This design comes from an exercise in tuning for a short achievable clock period and few clock cycles on the open sky130 flow, not from production work.
The RTL was checked by simulation tests, not by an equivalence proof against the original design.
Power figures rest on the tool's default switching activity, not on a simulated workload.

==> flow/design.v, too long to show whole: its modules and the start of the top module <==
// module cellXor2: 3 lines
// module cellXnor2: 3 lines
// module cellAnd2: 3 lines
// module cellNor2: 3 lines
// module cellOr2: 3 lines
// module cellAndN: 3 lines
// module cellOrN: 3 lines
// module cellMaj3: 3 lines
// module cellAo21: 3 lines
// module ksAdd: 61 lines
// module bypass5n: 12 lines
// module alu: 18 lines
// module mulStage2: 532 lines
// module mulStage1: 1111 lines
// module fetchSel: 21 lines
// module incAdd8: 42 lines
// module fetchDecode: 32 lines
// module lessThan: 22 lines
// module executeStage: 16 lines
// module mispredictGate: 8 lines
// module pcSelect: 8 lines
// module hazardUnit: 28 lines
// module lateSel: 8 lines
// module memWriteback: 11 lines
// module processor: 273 lines
module processor (
    input  logic           clock,
    input  logic           rstN,
    output cpuPkg::wordT   addressImem,
    input  cpuPkg::wordT   qImem,
    output cpuPkg::wordT   addressDmem,
    output cpuPkg::wordT   data,
    output logic           wren,
    input  cpuPkg::wordT   qDmem,
    output logic           ctrlWriteEnable,
    output cpuPkg::regIdxT ctrlWriteReg,
    output cpuPkg::regIdxT ctrlReadRegA,
    output cpuPkg::regIdxT ctrlReadRegB,
    output cpuPkg::wordT   dataWriteReg,
    input  cpuPkg::wordT   dataReadRegA,
    input  cpuPkg::wordT   dataReadRegB
);
  // ...
==> flow/run.sh <==
#!/bin/bash
# synth_recipe.tcl (not shown) runs the flow's synth.tcl, then flattens the netlist and writes it again
# the make line also repeats each setting of config.mk as NAME=value (left out here)
make -C /OpenROAD-flow-scripts/flow DESIGN_CONFIG=/design/flow/config.mk WORK_HOME=/design/flow/orfs CLKGATE_MAP_FILE= SYNTH_SCRIPT=/design/flow/synth_recipe.tcl finish
==> flow/config.mk <==
export PLATFORM = sky130hd
export DESIGN_NAME = processor
export DESIGN_NICKNAME = processor
export VERILOG_FILES = /design/flow/design.v
export SDC_FILE = /design/flow/constraint.sdc
export NUM_CORES = 4
export LEC_CHECK = 0
export CAP_MARGIN = 20
export CELL_PAD_IN_SITES_DETAIL_PLACEMENT = 1
export CELL_PAD_IN_SITES_GLOBAL_PLACEMENT = 2
export CORE_MARGIN = 2
export CORE_UTILIZATION = 30
export PLACE_DENSITY = 0.45
export SETUP_SLACK_MARGIN = 4.5
export SLEW_MARGIN = 20
export SYNTH_HIERARCHICAL = 1
export TNS_END_PERCENT = 100
==> flow/constraint.sdc <==
create_clock -name core_clock -period 8.0 [get_ports {clock}]
set_input_delay 1.6000 -clock core_clock [delete_from_list [all_inputs] [get_ports {clock}]]
set_output_delay 1.6000 -clock core_clock [all_outputs]
set_load 0.01 [all_outputs]
==> results.json, run 1 <==
{
  "min_path_type": "reg -> reg",
  "viasPerCell": 6.03,
  "fin_hold_ws_ns": 0.467,
  "hold_buffers": 0,
  "drive_above_1_share": 0.229,
  "multi_input_area_share": 0.616,
  "largest_register_ffs": 167,
  "sequentialPower_mw": 5.22,
  "maxUsedRoutingLayer": "met5",
  "powerClk_mw": 4.29,
  "placedInstanceArea_sq_um": 66100,
  "grt_pass1_vias": 59435,
  "initial_core_util": 0.302,
  "crit_slowest_cell": "clkdlybuf4s50_1",
  "min_from": "xIsMul",
  "p_leak_nw": 31.8,
  "worstMarginPinSlew_ns": 1.22,
  "cts-htree-levels": 3,
  "antenna_cells": 19,
  "outcome": "complete, no violations",
  "timing.final.ws_setup_ns": 4.12,
  "holdPathStages": 1,
  "overflow": 0,
  "pwr-share-clk": 0.137,
  "layout_common_cells": "629 x nand2_1, 609 x xor2_1, 468 x a21o_1, 409 x dfxtp_1, 398 x and2_1",
  "post-route-period-util": 0.485,
  "dp_hpwl_microns": 248000,
  "worst_r2r_endpoint": "pc[27]",
  "final_cells": 10249
}
Testbench counts, summed over its fixed seeds: cycles 16,498.
==> run 2, diff against run 1 <==
==> flow/flow/run.sh (new file) <==
#!/bin/bash
# Standard layout (the standard.sh, standard synthesis unchanged) with two
# changes: the port buffers use buf_6 instead of the smallest buffer the
# resizer picks by default, and timing repair may change a cell's footprint
# (sizing across cell variants). Every tool's output goes to flow_make.log
# here; ORFS keeps its per-step logs under orfs/logs.
set -euo pipefail
bash standard.sh MATCH_CELL_FOOTPRINT=0 "BUFFER_PORTS_ARGS=-buffer_cell sky130_fd_sc_hd__buf_6" finish > flow_make.log 2>&1
==> flow/standard.sh (new file) <==
#!/bin/bash
# synth_recipe.tcl (not shown) runs the flow's synth.tcl, then flattens the netlist and writes it again
# the make line also repeats each setting of config.mk as NAME=value (left out here)
make -C /OpenROAD-flow-scripts/flow DESIGN_CONFIG=/design/flow/config.mk WORK_HOME=/design/flow/orfs CLKGATE_MAP_FILE= SYNTH_SCRIPT=/design/flow/synth_recipe.tcl "${@:-finish}"
removed: flow/run.sh
==> run 2 against run 1 <==
  * Critical path depth is 7 higher
  * Synthesized cell count stayed put
  * Clock power is 5.4% lower
  * Worst setup slack better by 0.23 ns
  * Largest cell class unchanged
  * Sequential share of layout area is 0.073 points lower
  * Non-clock buffer count is 86 lower
  * Power is 2.1% lower
  * Via count is 2.4% lower
  * Largest power group unchanged
==> results.json, run 2 <==
{
  "outcome": "complete, no violations",
  "placedCellCount": 9757,
  "drive_above_1_share": 0.246,
  "die_area_sq_um": 215000,
  "post-route-period-util": 0.456,
  "clkSinkCount": 635,
  "relSlewSlack": 0.188,
  "finalSetupTns_ns": 0,
  "crit_type": "reg -> reg",
  "die_x_microns": 464,
  "fillers": 23817,
  "critPathMaxStageDelay_ns": 0.94,
  "drc": 0,
  "clk_path_buf_depth": 3,
  "critical_path.cell_chain": "buf_8 > a222oi_1 > and3_4 > buf_4 > clkbuf_16 > mux4_1 > mux2i_1 > a22oi_1 > nand3_1 > or3_1",
  "grt_pass1_vias": 58857,
  "crit_fanout": 33,
  "path_buf_inv": 3,
  "maxUsedRoutingLayer": "met5",
  "end_kind": "flop",
  "timing.final.ws_setup_ns": 4.35,
  "largest_register_ffs": 167,
  "layout_common_cells": "633 x nand2_1, 589 x xor2_1, 468 x a21o_1, 464 x dfxtp_1, 387 x and2_1",
  "slew_violations": 0,
  "grt_max_degree": 88,
  "fp.dieH_microns": 464,
  "routedWlPerCell_microns": 35.3,
  "route.met3.wl_microns": 22700,
  "clk_pin_slew_ns": 0.06,
  "regMostFlops": "xmMulBits",
  "cts-htree-levels": 3,
  "crit_slowest_cell": "a222oi_1",
  "final_cells": 10145,
  "cap_violations": 0,
  "syn2layout_area_growth_pct": 17.9,
  "grt_use_total": 0.312,
  "root_buffer": "clkbuf_16",
  "crit_family": "compound AO/OA/AOI/OAI gates",
  "syn_area_sq_um": 63400,
  "fin_worst_skew_ns": 0.0674,
  "utilization": 0.356,
  "hold_buffers": 0,
  "initial_core_util": 0.302,
  "io_pins": 275,
  "min_path_type": "reg -> reg",
  "start_kind": "flop",
  "rsz0062_at_grt": "yes",
  "cts_tree": "built",
  "gp_congestion": 0.917,
  "cp.required_ns": 8.57,
  "overflow": 0,
  "wl_met2_microns": 155000,
  "power.density_nw_per_um2": 409,
  "ys_warn_count": 7,
  "io_buffer_count": 274,
  "synth.avg_cell_area_sq_um": 8.64,
  "final_common_cell": "nand2_1",
  "setup_violations": 0,
  "hold_viol": 0,
  "dr.pass1.iters": 13,
  "wl_microns": 358000,
  "numCtsBuffers": 84,
  "holdPathStages": 1,
  "peakVddDrop_uv": 1570,
  "antenna_found_initial": 28,
  "place_ws_ns": 3.09,
  "vias": 60342,
  "core-area_sq_um": 210000,
  "clock.fmax_mhz": 274,
  "met1Wirelength_microns": 166000,
  "dp_hpwl_microns": 248000,
  "grt_pass1_wl_microns": 484000,
  "viasPerCell": 5.95,
  "rows": 168,
  "drt-initial-drc-count": 6702,
  "antenna_left": 0,
  "worstMarginPinSlew_ns": 1.20,
  "p_leak_nw": 31.5,
  "arrival_ns": 4.22,
  "ff2ff_path_depth": 10,
  "fin_crit_ns": 3.65,
  "syn_inst": 7343,
  "fin_hold_ws_ns": 0.486,
  "fin_nets": 7419,
  "clk-insertion-delay-late_ns": 0.76,
  "path_depth": 10
}
run 2: area by class of cell:
type	count	area, sq um	share of cell area
sequential	635	13700	0.183
tap	2805	3510	0.0469
clock inverter	33	434	0.00580
inverter	150	628	0.00840
timing repair buffer	630	7160	0.0957
antenna	19	47.5	0.000636
clock buffer	120	2430	0.0324
multi-input combinational	5752	47000	0.628
timing repair inverter	1	5.00	0.0000669
run 2: worst register-to-register path, stage by stage (launching register included):
cell and delay, ns:
dfxtp_1 0.32, buf_8 0.18, a222oi_1 1.03, and3_4 0.37, buf_4 0.17, clkbuf_16 0.18
mux4_1 0.25, mux2i_1 0.08, a22oi_1 0.25, nand3_1 0.13, or3_1 0.53
run 2: where the power goes:
part           total [mW]  switching (mW)  internal, mW
sequential           5.31            1.35          3.95
combinational        21.2            12.8          8.43
clock                4.06            1.71          2.35
total                30.6            15.9          14.7
run 2: what timing repair did:
action	in CTS	in global routing
hold endpoints to repair	0	0
gates cloned	21	20
gates resized for setup	430	316
endpoints found under the setup margin	285	208
setup buffers	67	106
pin swaps	98	162
run 2: per-layer routing:
metal	up-vias	global-route usage
met2	2115	0.480
met5	-	0
li1	26507	-
met4	10	0.0986
met3	411	0.0448
met1	31299	0.445
run 2: final timing paths:
path                                   from    endpoint  slack, ns
worst max-delay path               xSelA[0]  xmRest[25]       4.35
worst min-delay path            dxRedir[24]      pc[24]       0.49
worst max register to register     xSelA[0]  xmRest[25]       4.35
worst min register to register  dxRedir[24]      pc[24]       0.49
max in group asynchronous              rstN      fdPred       5.79
min in group asynchronous              rstN      wRd[0]       0.78
run 2: metrics by stage:
stage	area (sq um)	power [mW]
after global routing	74800	32.1
after floorplan	63500	15.9
after CTS	71900	29.9
after detailed placement	66400	23.1
after global placement	66400	23.0
final	74800	30.6
==> module processor, before the edit <==
module processor (
    input  logic           clock,
    input  logic           rstN,
    output cpuPkg::wordT   addressImem,
    input  cpuPkg::wordT   qImem,
    output cpuPkg::wordT   addressDmem,
    output cpuPkg::wordT   data,
    output logic           wren,
    input  cpuPkg::wordT   qDmem,
    output logic           ctrlWriteEnable,
    output cpuPkg::regIdxT ctrlWriteReg,
    output cpuPkg::regIdxT ctrlReadRegA,
    output cpuPkg::regIdxT ctrlReadRegB,
    output cpuPkg::wordT   dataWriteReg,
    input  cpuPkg::wordT   dataReadRegA,
    input  cpuPkg::wordT   dataReadRegB
);
    logic [31:0] pc;
    logic [31:0] pcPlusOne;
    logic [23:0] pcHiLess;
    logic [23:0] pcHiMore;
    logic [31:0] fetchNext;
    logic [31:0] pcNext;
    logic        fIsJump;
    logic        fPred;
    logic [31:0] dxRedir;               
    logic        stall;                 
    logic [31:0] seqPc;
    logic [4:0]  fSrcB;
    logic [3:0]  xBrKind;
    logic        xKill;                 
    logic        brEq, brLt;
    logic [3:0]  redirPart;             
    logic        redirect;              
    assign pcPlusOne   = pc + 32'd1;
    assign pcHiLess    = pc[31:8] - 24'd1;
    assign pcHiMore    = pc[31:8] + 24'd1;
    assign addressImem = pc;
    assign seqPc       = stall ? pc : pcPlusOne;
    fetchDecode uFetch (
        .qImem, .pc, .pcHiLess, .pcHiMore, .seqPc, .stall, .fetchNext, .isJump(fIsJump),
        .predTaken(fPred), .srcB(fSrcB)
    );
    genvar gi;
    generate
        for (gi = 0; gi < 4; gi++) begin : gPc
            mispredictGate uMis (
                .kind(xBrKind & {4{!xKill}}), .eq(brEq), .lt(brLt), .y(redirPart[gi])
            );
            pcSelect uPcSel (
                .redirect(redirPart[gi]), .redirPc(dxRedir[gi*8 +: 8]),
                .nextPc(fetchNext[gi*8 +: 8]), .y(pcNext[gi*8 +: 8])
            );
        end
    endgenerate
    mispredictGate uMis (.kind(xBrKind & {4{!xKill}}), .eq(brEq), .lt(brLt), .y(redirect));
    always_ff @(posedge clock or negedge rstN) begin
        if (!rstN) begin
            pc <= '0;
        end else begin
            pc <= pcNext;
        end
    end
    logic [31:0] fdIr;
    logic        fdValid;
    logic        fdPred;
    logic [4:0]  fdSrcB;                
    logic [31:0] fdPc;                  
    always_ff @(posedge clock or negedge rstN) begin
        if (!rstN) begin
            fdIr    <= nopWord;
            fdPred  <= 1'b0;
            fdSrcB  <= '0;
            fdValid <= 1'b0;
        end else begin
            if (!stall) begin
                fdIr   <= fIsJump ? nopWord : qImem;
                fdPred <= fPred;
                fdSrcB <= fIsJump ? 5'd0 : fSrcB;
            end
            fdValid <= !redirect && (fdValid || !stall);
        end
    end
    always_ff @(posedge clock) begin
        if (!stall) begin
            fdPc <= pcPlusOne;
        end
    end
    logic [4:0] dOp, dRd, dRs, dRt, dFn, dSrcB;
    logic       dIsAlu, dIsAddi, dIsLw, dIsSw, dIsBne, dIsBlt, dIsMul, dIsShift;
    logic       dWrites, dUsesA, dUsesB, dImmNZ, dUseImm;
    logic [2:0] dCat;                   
    logic [31:0] dImm;
    assign dOp  = fdIr[31:27];
    assign dRd  = fdIr[26:22];
    assign dRs  = fdIr[21:17];
    assign dRt  = fdIr[16:12];
    assign dFn  = fdIr[6:2];
    assign dImm = {{15{fdIr[16]}}, fdIr[16:0]};
    assign dImmNZ = |fdIr[16:0];
    assign dIsAlu   = fdValid && dOp == opAlu;
    assign dIsAddi  = fdValid && dOp == opAddi;
    assign dIsLw    = fdValid && dOp == opLw;
    assign dIsSw    = fdValid && dOp == opSw;
    assign dIsBne   = fdValid && dOp == opBne;
    assign dIsBlt   = fdValid && dOp == opBlt;
    assign dIsMul   = dIsAlu && dFn == aluMul;
    assign dIsShift = dIsAlu && (dFn == aluSll || dFn == aluSra);
    assign dWrites  = (dIsAlu || dIsAddi || dIsLw) && dRd != 5'd0;
    assign dSrcB    = fdSrcB;
    assign dUsesA   = dIsAlu || dIsAddi || dIsLw || dIsSw || dIsBne || dIsBlt;
    assign dUsesB   = (dIsAlu && !dIsShift) || dIsBne || dIsBlt;
    assign dUseImm  = dOp == opAddi || dOp == opLw || dOp == opSw;
    assign dCat     = {dOp == opAlu && (dFn == aluAnd || dFn == aluOr || dFn == aluSll || dFn == aluSra),
                       dOp == opAlu && dFn == aluSub,
                       (dOp == opAlu && dFn == aluAdd) || dUseImm};
    assign ctrlReadRegA = dRs;
    assign ctrlReadRegB = dSrcB;
    logic        xWrites, xLate, xIsLoad, xIsMul, xIsSw;
    logic [2:0]  xCat;
    logic [4:0]  xRd;
    logic [31:0] dxA, dxB, dxBAlu;      
    logic [4:0]  xSelA, xSelB;          
    logic [4:0]  xSelAc, xSelBc;        
    logic [4:0]  xSelAm, xSelBm;        
    logic [3:0]  xAluSel;
    logic [4:0]  xShamt;
    logic        xWritesE, xLateE;      
    logic        mWrites, mLate, mIsLoad, mIsMul, mIsSw, mStFwd;
    logic [2:0]  mCat;
    logic [4:0]  mRd;
    logic [4:0]  dSelA, dSelB, dSelBAlu, dSelAc, dSelBc, dSelAm, dSelBm;
    logic [4:0]  unusedC, unusedM;
    logic        stallC, stallM;
    assign xWritesE = xWrites && !xKill;
    assign xLateE   = xLate && !xKill;
    hazardUnit uHazard (
        .rs(dRs), .srcB(dSrcB), .usesA(dUsesA), .usesB(dUsesB), .bImm(dUseImm),
        .xWrites(xWritesE), .xLate(xLateE), .xCat, .xRd, .mWrites, .mRd,
        .stall, .selA(dSelA), .selB(), .selBAlu(dSelBAlu)
    );
    hazardUnit uHazardC (
        .rs(dRs), .srcB(dSrcB), .usesA(dUsesA), .usesB(dUsesB), .bImm(dUseImm),
        .xWrites(xWritesE), .xLate(xLateE), .xCat, .xRd, .mWrites, .mRd,
        .stall(stallC), .selA(dSelAc), .selB(dSelBc), .selBAlu(unusedC)
    );
    hazardUnit uHazardM (
        .rs(dRs), .srcB(dSrcB), .usesA(dUsesA), .usesB(dUsesB), .bImm(dUseImm),
        .xWrites(xWritesE), .xLate(xLateE), .xCat, .xRd, .mWrites, .mRd,
        .stall(stallM), .selA(dSelAm), .selB(dSelBm), .selBAlu(unusedM)
    );
    always_ff @(posedge clock or negedge rstN) begin
        if (!rstN) begin
            xKill   <= 1'b0;
            xWrites <= 1'b0;
            xLate   <= 1'b0;
            xIsLoad <= 1'b0;
            xIsMul  <= 1'b0;
            xIsSw   <= 1'b0;
            xBrKind <= '0;
            xCat    <= '0;
            xRd     <= '0;
        end else begin
            xKill <= redirect;
            if (stall) begin
                xWrites <= 1'b0;
                xLate   <= 1'b0;
                xIsLoad <= 1'b0;
                xIsMul  <= 1'b0;
                xIsSw   <= 1'b0;
                xBrKind <= '0;
                xCat    <= '0;
                xRd     <= '0;
            end else begin
                xWrites <= dWrites;
                xLate   <= dWrites && (dIsLw || dIsMul);
                xIsLoad <= dIsLw;
                xIsMul  <= dIsMul;
                xIsSw   <= dIsSw;
                xBrKind <= {dIsBlt && !fdPred && dImmNZ, dIsBlt && fdPred,
                            dIsBne && !fdPred && dImmNZ, dIsBne && fdPred};
                xCat    <= dCat;
                xRd     <= dRd;
            end
        end
    end
    always_ff @(posedge clock) begin
        dxA     <= dataReadRegA;
        dxB     <= dataReadRegB;
        dxBAlu  <= dUseImm ? dImm : dataReadRegB;
        dxRedir <= fdPred ? fdPc : fdPc + dImm;
        xSelA   <= dSelA;
        xSelB   <= dSelBAlu;
        xSelAc  <= dSelAc;
        xSelBc  <= dSelBc;
        xSelAm  <= dSelAm;
        xSelBm  <= dSelBm;
        xAluSel <= {dFn == aluSra, dFn == aluSll, dFn == aluOr, dFn == aluAnd};
        xShamt  <= fdIr[11:7];
    end
    logic [31:0] xmSum, xmDif, xmRest, mwO;
    logic [31:0] nAluA, nAluB, nCmpA, nCmpB, nMulA, nMulB;
    logic [31:0] aluSum, aluDif, aluRest;
    bypass5n uBypAluA (.sel(xSelA),  .r(dxA),    .mSum(xmSum), .mDif(xmDif), .mRest(xmRest), .w(mwO), .ny(nAluA));
    bypass5n uBypAluB (.sel(xSelB),  .r(dxBAlu), .mSum(xmSum), .mDif(xmDif), .mRest(xmRest), .w(mwO), .ny(nAluB));
    bypass5n uBypCmpA (.sel(xSelAc), .r(dxA),    .mSum(xmSum), .mDif(xmDif), .mRest(xmRest), .w(mwO), .ny(nCmpA));
    bypass5n uBypCmpB (.sel(xSelBc), .r(dxB),    .mSum(xmSum), .mDif(xmDif), .mRest(xmRest), .w(mwO), .ny(nCmpB));
    bypass5n uBypMulA (.sel(xSelAm), .r(dxA),    .mSum(xmSum), .mDif(xmDif), .mRest(xmRest), .w(mwO), .ny(nMulA));
    bypass5n uBypMulB (.sel(xSelBm), .r(dxB),    .mSum(xmSum), .mDif(xmDif), .mRest(xmRest), .w(mwO), .ny(nMulB));
    alu uAlu (
        .na(nAluA), .nb(nAluB), .shamt(xShamt), .sel(xAluSel),
        .sum(aluSum), .dif(aluDif), .rest(aluRest)
    );
    executeStage uBranch (.nA(nCmpA), .nB(nCmpB), .eq(brEq), .lt(brLt));
    localparam int mulBitsW = 167;
    logic [mulBitsW-1:0] mulBits, xmMulBits;
    mulStage1 uMul1 (.na(nMulA), .nb(nMulB), .bits(mulBits));
    logic [31:0] xmB;
    always_ff @(posedge clock or negedge rstN) begin
        if (!rstN) begin
            mWrites <= 1'b0;
            mLate   <= 1'b0;
            mIsLoad <= 1'b0;
            mIsMul  <= 1'b0;
            mIsSw   <= 1'b0;
            mStFwd  <= 1'b0;
            mCat    <= '0;
            mRd     <= '0;
        end else begin
            mWrites <= xWritesE;
            mLate   <= xLateE;
            mIsLoad <= xIsLoad && !xKill;
            mIsMul  <= xIsMul && !xKill;
            mIsSw   <= xIsSw && !xKill;
            mStFwd  <= xIsSw && !xKill && mLate && mRd == xRd;   
            mCat    <= xCat;
            mRd     <= xRd;
        end
    end
    always_ff @(posedge clock) begin
        xmSum     <= aluSum;
        xmDif     <= aluDif;
        xmRest    <= aluRest;
        xmB       <= ~nCmpB;
        xmMulBits <= mulBits;
    end
    logic [31:0] product, mResult, mAlu;
    logic        wWrites;
    logic [4:0]  wRd;
    mulStage2 uMul2 (.bits(xmMulBits), .product);
    assign mAlu = ({32{mCat[0]}} & xmSum) | ({32{mCat[1]}} & xmDif) | ({32{mCat[2]}} & xmRest);
    memWriteback uMemWb (
        .isLoad(mIsLoad), .isMul(mIsMul), .qDmem, .product, .aluResult(mAlu), .result(mResult)
    );
    assign addressDmem = xmSum;         
    assign wren        = mIsSw;
    assign data        = mStFwd ? mwO : xmB;
    always_ff @(posedge clock or negedge rstN) begin
        if (!rstN) begin
            wWrites <= 1'b0;
            wRd     <= '0;
        end else begin
            wWrites <= mWrites;
            wRd     <= mRd;
        end
    end
    always_ff @(posedge clock) begin
        mwO <= mResult;
    end
    assign dataWriteReg    = mwO;
    assign ctrlWriteEnable = wWrites;
    assign ctrlWriteReg    = wRd;
endmodule
==> run 3, diff against run 2 <==
--- a/flow/design.v
+++ b/flow/design.v
@@ -2026,6 +2026,8 @@
     logic [23:0] pcHiMore;
     logic [31:0] fetchNext;
     logic [31:0] pcNext;
+    logic [31:0] pcOutNext;
+    logic [31:0] pcOut;                 
     logic        fIsJump;
     logic        fPred;
     logic [31:0] dxRedir;               
@@ -2040,7 +2042,7 @@
     assign pcPlusOne   = pc + 32'd1;
     assign pcHiLess    = pc[31:8] - 24'd1;
     assign pcHiMore    = pc[31:8] + 24'd1;
-    assign addressImem = pc;
+    assign addressImem = pcOut;
     assign seqPc       = stall ? pc : pcPlusOne;
     fetchDecode uFetch (
         .qImem, .pc, .pcHiLess, .pcHiMore, .seqPc, .stall, .fetchNext, .isJump(fIsJump),
@@ -2056,32 +2058,41 @@
                 .redirect(redirPart[gi]), .redirPc(dxRedir[gi*8 +: 8]),
                 .nextPc(fetchNext[gi*8 +: 8]), .y(pcNext[gi*8 +: 8])
             );
+            pcSelect uPcSelOut (
+                .redirect(redirPart[gi]), .redirPc(dxRedir[gi*8 +: 8]),
+                .nextPc(fetchNext[gi*8 +: 8]), .y(pcOutNext[gi*8 +: 8])
+            );
         end
     endgenerate
     mispredictGate uMis (.kind(xBrKind & {4{!xKill}}), .eq(brEq), .lt(brLt), .y(redirect));
     always_ff @(posedge clock or negedge rstN) begin
         if (!rstN) begin
-            pc <= '0;
+            pc    <= '0;
+            pcOut <= '0;
         end else begin
-            pc <= pcNext;
+            pc    <= pcNext;
+            pcOut <= pcOutNext;
         end
     end
     logic [31:0] fdIr;
     logic        fdValid;
     logic        fdPred;
     logic [4:0]  fdSrcB;                
+    logic [4:0]  fdRs;                  
     logic [31:0] fdPc;                  
     always_ff @(posedge clock or negedge rstN) begin
         if (!rstN) begin
             fdIr    <= nopWord;
             fdPred  <= 1'b0;
             fdSrcB  <= '0;
+            fdRs    <= '0;
             fdValid <= 1'b0;
         end else begin
             if (!stall) begin
                 fdIr   <= fIsJump ? nopWord : qImem;
                 fdPred <= fPred;
                 fdSrcB <= fIsJump ? 5'd0 : fSrcB;
+                fdRs   <= qImem[21:17];
             end
             fdValid <= !redirect && (fdValid || !stall);
         end
@@ -2114,12 +2125,12 @@
     assign dWrites  = (dIsAlu || dIsAddi || dIsLw) && dRd != 5'd0;
     assign dSrcB    = fdSrcB;
     assign dUsesA   = dIsAlu || dIsAddi || dIsLw || dIsSw || dIsBne || dIsBlt;
-    assign dUsesB   = (dIsAlu && !dIsShift) || dIsBne || dIsBlt;
+    assign dUsesB   = (dIsAlu && !dIsShift) || dIsBne || dIsBlt || dIsSw;
     assign dUseImm  = dOp == opAddi || dOp == opLw || dOp == opSw;
     assign dCat     = {dOp == opAlu && (dFn == aluAnd || dFn == aluOr || dFn == aluSll || dFn == aluSra),
                        dOp == opAlu && dFn == aluSub,
                        (dOp == opAlu && dFn == aluAdd) || dUseImm};
-    assign ctrlReadRegA = dRs;
+    assign ctrlReadRegA = fdRs;
     assign ctrlReadRegB = dSrcB;
     logic        xWrites, xLate, xIsLoad, xIsMul, xIsSw;
     logic [2:0]  xCat;
@@ -2131,7 +2142,7 @@
     logic [3:0]  xAluSel;
     logic [4:0]  xShamt;
     logic        xWritesE, xLateE;      
-    logic        mWrites, mLate, mIsLoad, mIsMul, mIsSw, mStFwd;
+    logic        mWrites, mLate, mIsLoad, mIsMul, mIsSw;
     logic [2:0]  mCat;
     logic [4:0]  mRd;
     logic [4:0]  dSelA, dSelB, dSelBAlu, dSelAc, dSelBc, dSelAm, dSelBm;
@@ -2228,7 +2239,6 @@
             mIsLoad <= 1'b0;
             mIsMul  <= 1'b0;
             mIsSw   <= 1'b0;
-            mStFwd  <= 1'b0;
             mCat    <= '0;
             mRd     <= '0;
         end else begin
@@ -2237,7 +2247,6 @@
             mIsLoad <= xIsLoad && !xKill;
             mIsMul  <= xIsMul && !xKill;
             mIsSw   <= xIsSw && !xKill;
-            mStFwd  <= xIsSw && !xKill && mLate && mRd == xRd;   
             mCat    <= xCat;
             mRd     <= xRd;
         end
@@ -2259,7 +2268,7 @@
     );
     assign addressDmem = xmSum;         
     assign wren        = mIsSw;
-    assign data        = mStFwd ? mwO : xmB;
+    assign data        = xmB;
     always_ff @(posedge clock or negedge rstN) begin
         if (!rstN) begin
             wWrites <= 1'b0;
==> run 3 against run 2 <==
  * Clock skew down 0.014 ns
  * Worst setup slack worse by 0.14 ns
  * Register-to-register slack worse by 0.14 ns
  * Wire length grew 4.7%
  * Hold slack worse by 0.033 ns
  * Critical endpoint is now xmDif[25]
==> results.json, run 3 <==
{
  "fin_area_sq_um": 78900,
  "ff2ff_path_depth": 15,
  "maxUsedRoutingLayer": "met5",
  "core-area_sq_um": 212000,
  "numCtsBuffers": 90,
  "cts_tree": "built",
  "grt_pass1_wl_microns": 501000,
  "p_sw_mw": 16.8,
  "crit_type": "reg -> reg",
  "fillers": 23899,
  "power.density_nw_per_um2": 413,
  "viasPerCell": 6.02,
  "ys_warn_count": 7,
  "vias": 62209,
  "die_x_microns": 467,
  "outcome": "complete, no violations",
  "syn_area_sq_um": 64200,
  "setup_violations": 0,
  "peakVddDrop_uv": 745,
  "met1Wirelength_microns": 168000,
  "rsz0062_at_grt": "yes",
  "wl_met2_microns": 159000,
  "reg2reg_setup_slack_ns": 4.21,
  "grt_use_total": 0.323,
  "worstMarginPinSlew_ns": 1.14,
  "io_pins": 275,
  "slew_violations": 0,
  "route.met3.wl_microns": 30700,
  "p_leak_nw": 33.3,
  "cap_violations": 0,
  "fin_worst_skew_ns": 0.0538,
  "antenna_left": 0,
  "cts-htree-levels": 3,
  "drt-initial-drc-count": 6984,
  "start_kind": "flop",
  "syn_inst": 7358,
  "overflow": 0,
  "comb_power_share": 0.687,
  "switching_share": 0.515,
  "worst_r2r_endpoint": "xmDif[25]",
  "place_ws_ns": 3.09,
  "end_kind": "flop",
  "arrival_ns": 4.42,
  "regMostFlops": "xmMulBits",
  "clk-insertion-delay-late_ns": 0.78,
  "p_int_mw": 15.8,
  "relSlewSlack": 0.239,
  "grt_max_degree": 89,
  "cp.required_ns": 8.63,
  "gp_congestion": 0.931,
  "hold_buffers": 0,
  "fp.dieH_microns": 467,
  "timing.final.ws_setup_ns": 4.21,
  "min_from": "fdPc[31]",
  "holdPathStages": 1,
  "clk_path_buf_depth": 3,
  "post-route-period-util": 0.474,
  "wl_microns": 375000,
  "syn2layout_area_growth_pct": 22.9,
  "rows": 169,
  "grt_pass1_vias": 60413,
  "dr.pass1.iters": 13,
  "routedWlPerCell_microns": 36.3,
  "fin_nets": 7572,
  "drc": 0,
  "fin_hold_ws_ns": 0.453,
  "fin_crit_ns": 3.79,
  "final_common_cell": "nand2_1",
  "dp_hpwl_microns": 254000,
  "seq_power_share": 0.169,
  "min_to": "dxRedir[31]",
  "clkSinkCount": 670,
  "clk_pin_slew_ns": 0.06,
  "die_area_sq_um": 218000,
  "hold_viol": 0,
  "crit_fanout": 7,
  "clock.fmax_mhz": 264,
  "placedInstanceArea_sq_um": 67500,
  "synth.avg_cell_area_sq_um": 8.72,
  "layout_common_cells": "645 x nand2_1, 567 x xor2_1, 472 x dfxtp_1, 461 x a21o_1, 365 x and2_1",
  "io_buffer_count": 274,
  "min_path_type": "reg -> reg",
  "antenna_found_initial": 61,
  "pwr-share-clk": 0.143,
  "root_buffer": "clkbuf_16",
  "initial_core_util": 0.302,
  "largest_register_ffs": 167,
  "finalSetupTns_ns": 0,
  "drive_above_1_share": 0.273,
  "worstReg2RegStart": "xSelA[0]"
}
[run 3: cell types whose count changed in the layout (fill, tap and decap cells not counted), sizes merged, moves of 11 or more]
cell / before / now
dfrtp: 109 / 144
buf: 603 / 723
diode: 19 / 30
inv: 143 / 132
nor2: 229 / 215
[run 3: how the worst max path moves through the flow]
stage                         start              to  slack (ns)  depth (start not counted)
final                      xSelA[0]       xmDif[25]        4.21                         15
after global routing       xSelA[0]       xmSum[25]        4.21                         13
after CTS                 xSelAm[0]  xmMulBits[154]        4.42                         10
after detailed placement  xSelBc[2]       pcOut[22]        3.09                         10
after global placement    xSelBc[2]       pcOut[16]        3.12                         10
after floorplan            qImem[0]       pcOut[11]        4.45                         12
[run 3: power by group through the flow]
stage                     registers, mW  clock network (mW)  logic [mW]
after floorplan                    4.88                   0        11.4
after global placement             5.53                   0        17.9
after CTS                          5.46                4.77        21.4
after global routing               5.59                4.90        23.6
final                              5.51                4.68        22.4
after detailed placement           5.51                   0        18.0
[run 3: layout make-up]
type	count	area [sq um]	share of cell area
inverter	141	601	0.00761
sequential	670	14500	0.184
tap	2821	3530	0.0447
antenna	30	75.1	0.000951
timing repair buffer	760	8890	0.113
clock inverter	51	815	0.0103
multi-input combinational	5744	48000	0.608
clock buffer	116	2530	0.0321
[run 3: metrics by stage]
| step | util | total power, mW | instances |
|---|---|---|---|
| 2_1_floorplan | - | 16.2 | 7363 |
| 3_5_place_dp | 0.318 | 23.5 | 9820 |
| 6_report | 0.372 | 32.6 | 10333 |
| 4_1_cts | 0.353 | 31.6 | 10134 |
| 5_1_grt | 0.372 | 34.1 | 10319 |
| 3_3_place_gp | 0.318 | 23.5 | 9820 |
[run 3: what timing repair did]
item,4_1_cts,5_1_grt
pin swaps,127,218
gates resized for setup,548,454
buffers inserted,117,139
endpoints found under the setup margin,330,191
gates cloned,30,29
[run 3: metal layers]
metal  global-route usage  up-vias
li1                     -    26796
met5                    0        -
met1                0.456    32231
met4                0.118       24
met2                0.485     2577
met3               0.0606      581
[run 3: critical path: stages (launching register included)]
cell	delay, ns
dfxtp_4	0.35
buf_12	0.15
buf_12	0.13
buf_8	0.12
a222oi_1	0.85
and3_1	0.35
buf_12	0.18
buf_6	0.12
nor2b_4	0.03
a21o_1	0.17
a21o_1	0.18
buf_6	0.12
a21o_1	0.18
a21o_1	0.17
a21o_4	0.22
xor2_4	0.30
Testbench counts of run 3, summed over its fixed seeds: cycles 16,529.

==> static timing again, ports no longer ideal <==
The results above use ideal ports. As a check the final layouts listed here were re-extracted and re-timed, cells and wires unchanged. Step 1 (the two cells are an assumption about what drives the block):
set clk [get_ports {clock}]
set_driving_cell -lib_cell sky130_fd_sc_hd__clkbuf_16 $clk
set_driving_cell -lib_cell sky130_fd_sc_hd__buf_2 [delete_from_list [all_inputs] $clk]
Step 2 moves the port delays by t, midway between the first and last clock arrival at a register: inputs arrive t later, outputs are due t later. That takes back most of the time a late clock gives input paths. a / b / c = ideal ports / drivers / drivers and shift; a / b = the first two.
run | shift t [ns] | setup slack, ns | worst setup path at the end | slew at the worst register clock pin (ns) | worst data-port slew with drivers (ns)
run 1 | 0.838 | 4.119 / 4.016 / 3.527 | input to register | 0.07 / 0.07 | 0.18
run 2 | 0.811 | 4.353 / 4.310 / 3.992 | input to register | 0.07 / 0.07 | 0.20
run 3 | 0.839 | 4.211 / 4.211 / 3.841 | input to register | 0.07 / 0.07 | 0.09
After both steps setup and hold are still met in every run listed. The setup slack of run 1, which loses most, moves by -0.103 ns with the drivers and by -0.592 ns with both steps.
